This is an optimization exercise on Yosys and OpenROAD, whose aim is small area, a short achievable clock period and few clock cycles per item, not a production implementation.
No activity file was given, so power comes from the tool's default toggle rates.

// sobel_top
module sobel_top #(
    parameter int IMG_WIDTH  = 160,
    parameter int IMG_HEIGHT = 120,
    parameter int ADDR_W     = 15
) (
    input  logic                 clk,
    input  logic                 rst_n,
    input  logic                 psel,
    input  logic                 penable,
    input  logic                 pwrite,
    input  sobel_pkg::apb_addr_t paddr,
    input  sobel_pkg::apb_data_t pwdata,
    output sobel_pkg::apb_data_t prdata,
    output logic                 pready,
    output logic                 pslverr,
    output logic                 src_rd_en,
    output logic [ADDR_W-1:0]    src_addr,
    input  sobel_pkg::rgb_t      src_data,
    output logic                 edge_we,
    output logic [ADDR_W-1:0]    edge_addr,
    output logic                 edge_bit
);
Size: ~270 flip-flops, roughly 120 I/O pins, about 0.013 mm^2 of cells after synthesis.
==> module sobel_top, before the edit <==
module sobel_top #(
    parameter int IMG_WIDTH  = 160,
    parameter int IMG_HEIGHT = 120,
    parameter int ADDR_W     = 15
) (
    input  logic                 clk,
    input  logic                 rst_n,
    input  logic                 psel,
    input  logic                 penable,
    input  logic                 pwrite,
    input  sobel_pkg::apb_addr_t paddr,
    input  sobel_pkg::apb_data_t pwdata,
    output sobel_pkg::apb_data_t prdata,
    output logic                 pready,
    output logic                 pslverr,
    output logic                 src_rd_en,
    output logic [ADDR_W-1:0]    src_addr,
    input  sobel_pkg::rgb_t      src_data,
    output logic                 edge_we,
    output logic [ADDR_W-1:0]    edge_addr,
    output logic                 edge_bit
);
    localparam int L      = 12;
    localparam int K      = L - 2;
    localparam int NSTRIP = (IMG_HEIGHT - 2 + K - 1) / K;
    localparam int J_LAST = (IMG_HEIGHT - 1) - (NSTRIP - 1) * K;
    localparam int CH     = 2 * L + 3;
    localparam logic [ADDR_W-1:0] STEP_ROW   = ADDR_W'(IMG_WIDTH);
    localparam logic [ADDR_W-1:0] STEP_COL   = ADDR_W'(1 - (L - 1) * IMG_WIDTH);
    localparam logic [ADDR_W-1:0] STEP_STRIP = ADDR_W'(-IMG_WIDTH - (IMG_WIDTH - 1));
    localparam logic [ADDR_W-1:0] EDGE_INIT  = ADDR_W'(-3 * IMG_WIDTH + (IMG_WIDTH - 1) - IMG_WIDTH - 1);
    logic [12:0] thresh;
    logic [3:0]  margin;
    logic        busy;
    logic        done;
    logic [14:0] last_count;
    logic [14:0] cnt;
    logic [14:0] cnt_next;
    logic [14:0] rd_q;
    logic        err_q;
    logic        wr_th_q, wr_mg_q, wr_ct_q;
    logic        a_ct, a_th, a_mg, a_st, a_cn;
    assign a_ct = (paddr == 8'h00);
    assign a_th = (paddr == 8'h04);
    assign a_mg = (paddr == 8'h08);
    assign a_st = (paddr == 8'h0C);
    assign a_cn = (paddr == 8'h10);
    always_ff @(posedge clk) begin
        rd_q <= '0;
        if (a_th) rd_q[12:0] <= thresh;
        if (a_mg) rd_q[3:0]  <= margin;
        if (a_st) rd_q[1:0]  <= {done, busy};
        if (a_cn) rd_q       <= last_count;
        err_q   <= !(a_ct || a_th || a_mg || a_st || a_cn) || (pwrite && busy && (a_ct || a_th || a_mg));
        wr_th_q <= pwrite && !busy && a_th;
        wr_mg_q <= pwrite && !busy && a_mg;
        wr_ct_q <= pwrite && !busy && a_ct;
    end
    logic access;
    logic start;
    assign pready  = 1'b1;
    assign pslverr = err_q;
    assign prdata  = {17'd0, rd_q};
    assign access  = psel && penable;
    assign start   = access && wr_ct_q && pwdata[0];
    always_ff @(posedge clk or negedge rst_n) begin
        if (!rst_n) begin
            thresh <= 13'd3000;
            margin <= 4'd0;
        end else begin
            if (access && wr_th_q) thresh <= pwdata[12:0];
            if (access && wr_mg_q) margin <= pwdata[3:0];
        end
    end
    logic [3:0]  j;       
    logic [7:0]  x;       
    logic [6:0]  ry;      
    logic        rd_done;
    logic        col_end;
    logic        strip_end;
    logic        final_rd;
    assign col_end   = (j == 4'(L - 1));
    assign strip_end = (x == 8'(IMG_WIDTH - 1));
    assign src_rd_en = busy && !rd_done && (ry < 7'(IMG_HEIGHT));
    assign final_rd  = strip_end && (ry == 7'(IMG_HEIGHT - 1)) && (j == 4'(J_LAST));
    always_ff @(posedge clk) begin
        if (!busy) begin
            j         <= '0;
            x         <= '0;
            ry        <= '0;
            src_addr  <= '0;
            edge_addr <= EDGE_INIT;
            rd_done   <= 1'b0;
        end else begin
            if (col_end) begin
                j <= '0;
                if (strip_end) begin
                    x        <= '0;
                    ry       <= ry - 7'd1;
                    src_addr <= src_addr + STEP_STRIP;
                end else begin
                    x        <= x + 8'd1;
                    ry       <= ry - 7'(L - 1);
                    src_addr <= src_addr + STEP_COL;
                end
            end else begin
                j        <= j + 4'd1;
                ry       <= ry + 7'd1;
                src_addr <= src_addr + STEP_ROW;
            end
            if (j == 4'd4) begin
                edge_addr <= edge_addr + ((x == 8'd0) ? STEP_STRIP : STEP_COL);
            end else begin
                edge_addr <= edge_addr + STEP_ROW;
            end
            if (src_rd_en && final_rd) rd_done <= 1'b1;
        end
    end
    logic [3:0] luma;
    logic [3:0] ch [0:CH-1];
    assign luma = 4'(src_data[11:10]) + 4'(src_data[7:5]) + 4'(src_data[7]) + 4'(src_data[3]);
    always_ff @(posedge clk) begin
        ch[0] <= luma;
        for (int i = 1; i < CH; i++) ch[i] <= ch[i-1];
    end
    logic [5:0]  sum_l, sum_r, sum_t, sum_b;
    logic [6:0]  gx, gy;
    logic [13:4] r1_d, r2_d, r1, r2;
    logic        c_lo_d, c_lo;
    logic        is_edge;
    assign sum_l = 6'(ch[2*L+2]) + {1'b0, ch[2*L+1], 1'b0} + 6'(ch[2*L]);
    assign sum_r = 6'(ch[2])     + {1'b0, ch[1], 1'b0}     + 6'(ch[0]);
    assign sum_t = 6'(ch[2*L+2]) + {1'b0, ch[L+2], 1'b0}   + 6'(ch[2]);
    assign sum_b = 6'(ch[2*L])   + {1'b0, ch[L], 1'b0}     + 6'(ch[0]);
    sobel_mag_rows u_rows (
        .gx     (gx),
        .gy     (gy),
        .thresh (thresh),
        .r1     (r1_d),
        .r2     (r2_d),
        .c_lo   (c_lo_d)
    );
    sobel_mag_carry u_carry (
        .r1      (r1),
        .r2      (r2),
        .c_lo    (c_lo),
        .is_edge (is_edge)
    );
    always_ff @(posedge clk) begin
        gx   <= {1'b0, sum_l} - {1'b0, sum_r};
        gy   <= {1'b0, sum_t} - {1'b0, sum_b};
        r1   <= r1_d;
        r2   <= r2_d;
        c_lo <= c_lo_d;
    end
    logic v0, m0;
    logic [4:1] v;
    logic [4:1] m;
    assign v0 = src_rd_en && (j >= 4'd2) && (x >= 8'd2);
    assign m0 = (x <= 8'(margin)) || ((9'(x) + 9'(margin)) > 9'(IMG_WIDTH))
             || (ry <= 7'(margin)) || ((8'(ry) + 8'(margin)) > 8'(IMG_HEIGHT));
    always_ff @(posedge clk or negedge rst_n) begin
        if (!rst_n) begin
            v       <= '0;
            edge_we <= 1'b0;
        end else begin
            v       <= {v[3:1], v0};
            edge_we <= v[4];
        end
    end
    always_ff @(posedge clk) begin
        m        <= {m[3:1], m0};
        edge_bit <= is_edge && !m[4];
    end
    assign cnt_next = cnt + 15'(edge_we && edge_bit);
    always_ff @(posedge clk) begin
        if (!busy) cnt <= '0;
        else       cnt <= cnt_next;
    end
    always_ff @(posedge clk or negedge rst_n) begin
        if (!rst_n) begin
            busy       <= 1'b0;
            done       <= 1'b0;
            last_count <= '0;
        end else if (start) begin
            busy <= 1'b1;
            done <= 1'b0;
        end else if (busy && rd_done && (v == 4'd0)) begin
            busy       <= 1'b0;
            done       <= 1'b1;
            last_count <= cnt_next;
        end
    end
endmodule
export LEC_CHECK = 0
export CAP_MARGIN = 20
export CORE_MARGIN = 2
export CORE_UTILIZATION = 40
export SLEW_MARGIN = 20
create_clock -name core_clock -period 5.5 [get_ports {clk}]
standard.sh (not shown) runs the stock make flow with config.mk's settings and CLKGATE_MAP_FILE= SYNTH_SCRIPT=/design/flow/synth_recipe.tcl, a recipe that flattens the netlist after the stock synthesis.
==> flow/flow/run.sh <==
#!/bin/bash
# The standard flow, with Yosys's adder-cell mapping turned off (adders are left as
# plain gates for ABC) and ABC's area script. Everything else is the standard flow.
set -euo pipefail
bash standard.sh ADDER_MAP_FILE= ABC_AREA=1 finish > flow_standard.log 2>&1
Then changed:
--- a/flow/design.v
+++ b/flow/design.v
@@ -315,40 +315,36 @@
     logic [14:0] last_count;
     logic [14:0] cnt;
     logic [14:0] cnt_next;
-    logic [14:0] rd_q;
-    logic        err_q;
-    logic        wr_th_q, wr_mg_q, wr_ct_q;
-    logic        a_ct, a_th, a_mg, a_st, a_cn;
-    assign a_ct = (paddr == 8'h00);
-    assign a_th = (paddr == 8'h04);
-    assign a_mg = (paddr == 8'h08);
-    assign a_st = (paddr == 8'h0C);
-    assign a_cn = (paddr == 8'h10);
+    logic sel_th, sel_mg, sel_st, sel_cn, unmapped, cfg_wr;
     always_ff @(posedge clk) begin
-        rd_q <= '0;
-        if (a_th) rd_q[12:0] <= thresh;
-        if (a_mg) rd_q[3:0]  <= margin;
-        if (a_st) rd_q[1:0]  <= {done, busy};
-        if (a_cn) rd_q       <= last_count;
-        err_q   <= !(a_ct || a_th || a_mg || a_st || a_cn) || (pwrite && busy && (a_ct || a_th || a_mg));
-        wr_th_q <= pwrite && !busy && a_th;
-        wr_mg_q <= pwrite && !busy && a_mg;
-        wr_ct_q <= pwrite && !busy && a_ct;
+        sel_th   <= (paddr == 8'h04);
+        sel_mg   <= (paddr == 8'h08);
+        sel_st   <= (paddr == 8'h0C);
+        sel_cn   <= (paddr == 8'h10);
+        unmapped <= !((paddr == 8'h00) || (paddr == 8'h04) || (paddr == 8'h08)
+                      || (paddr == 8'h0C) || (paddr == 8'h10));
+        cfg_wr   <= pwrite && ((paddr == 8'h00) || (paddr == 8'h04) || (paddr == 8'h08));
     end
-    logic access;
+    logic access_wr;
     logic start;
-    assign pready  = 1'b1;
-    assign pslverr = err_q;
-    assign prdata  = {17'd0, rd_q};
-    assign access  = psel && penable;
-    assign start   = access && wr_ct_q && pwdata[0];
+    assign pready    = 1'b1;
+    assign pslverr   = unmapped || (cfg_wr && busy);
+    assign access_wr = psel && penable && pwrite && !busy;
+    assign start     = access_wr && (paddr == 8'h00) && pwdata[0];
+    always_comb begin
+        prdata = '0;
+        if (sel_th) prdata[12:0] = thresh;
+        if (sel_mg) prdata[3:0]  = margin;
+        if (sel_st) prdata[1:0]  = {done, busy};
+        if (sel_cn) prdata[14:0] = last_count;
+    end
     always_ff @(posedge clk or negedge rst_n) begin
         if (!rst_n) begin
             thresh <= 13'd3000;
             margin <= 4'd0;
         end else begin
-            if (access && wr_th_q) thresh <= pwdata[12:0];
-            if (access && wr_mg_q) margin <= pwdata[3:0];
+            if (access_wr && sel_th) thresh <= pwdata[12:0];
+            if (access_wr && sel_mg) margin <= pwdata[3:0];
         end
     end
     logic [3:0]  j;       
Effect: First-iteration DRC count rises by a few percent; core utilization falls by 0.37 points; critical path depth falls by 3; sequential power falls by a few percent; area after synthesis falls slightly; via count rises slightly.
No run of this note included a check of the RTL's function; only the layout flow was run.

-- port drivers added, routing unchanged --
The results above use ideal ports. As a check the final layouts listed here were re-extracted and re-timed, cells and wires unchanged. Step 1, drivers: a clkbuf_16 drives clk and a buf_2 each remaining input, both assumed. Step 2 adds t to the input delays and takes it off the output delays; t is the mean of the earliest and latest rising clock arrival at the registers after step 1. Input paths then give back, and output paths get back, about the clock's delay inside the block. Three values: ideal, step 1, step 2; two values: the first two.
run | t, ns | setup WS [ns] | hold slack, ns | clock arrival spread, ns | cell pins on the clock port's net
the first run | 0.601 | 1.850 / 1.801 / 1.990 | 0.317 / 0.317 / 0.317 | 0.012 / 0.013 | 1
the second run | 0.593 | 1.997 / 1.943 / 2.536 | 0.324 / 0.324 / 0.324 | 0.011 / 0.011 | 1
After both steps setup and hold are still met in every run listed.
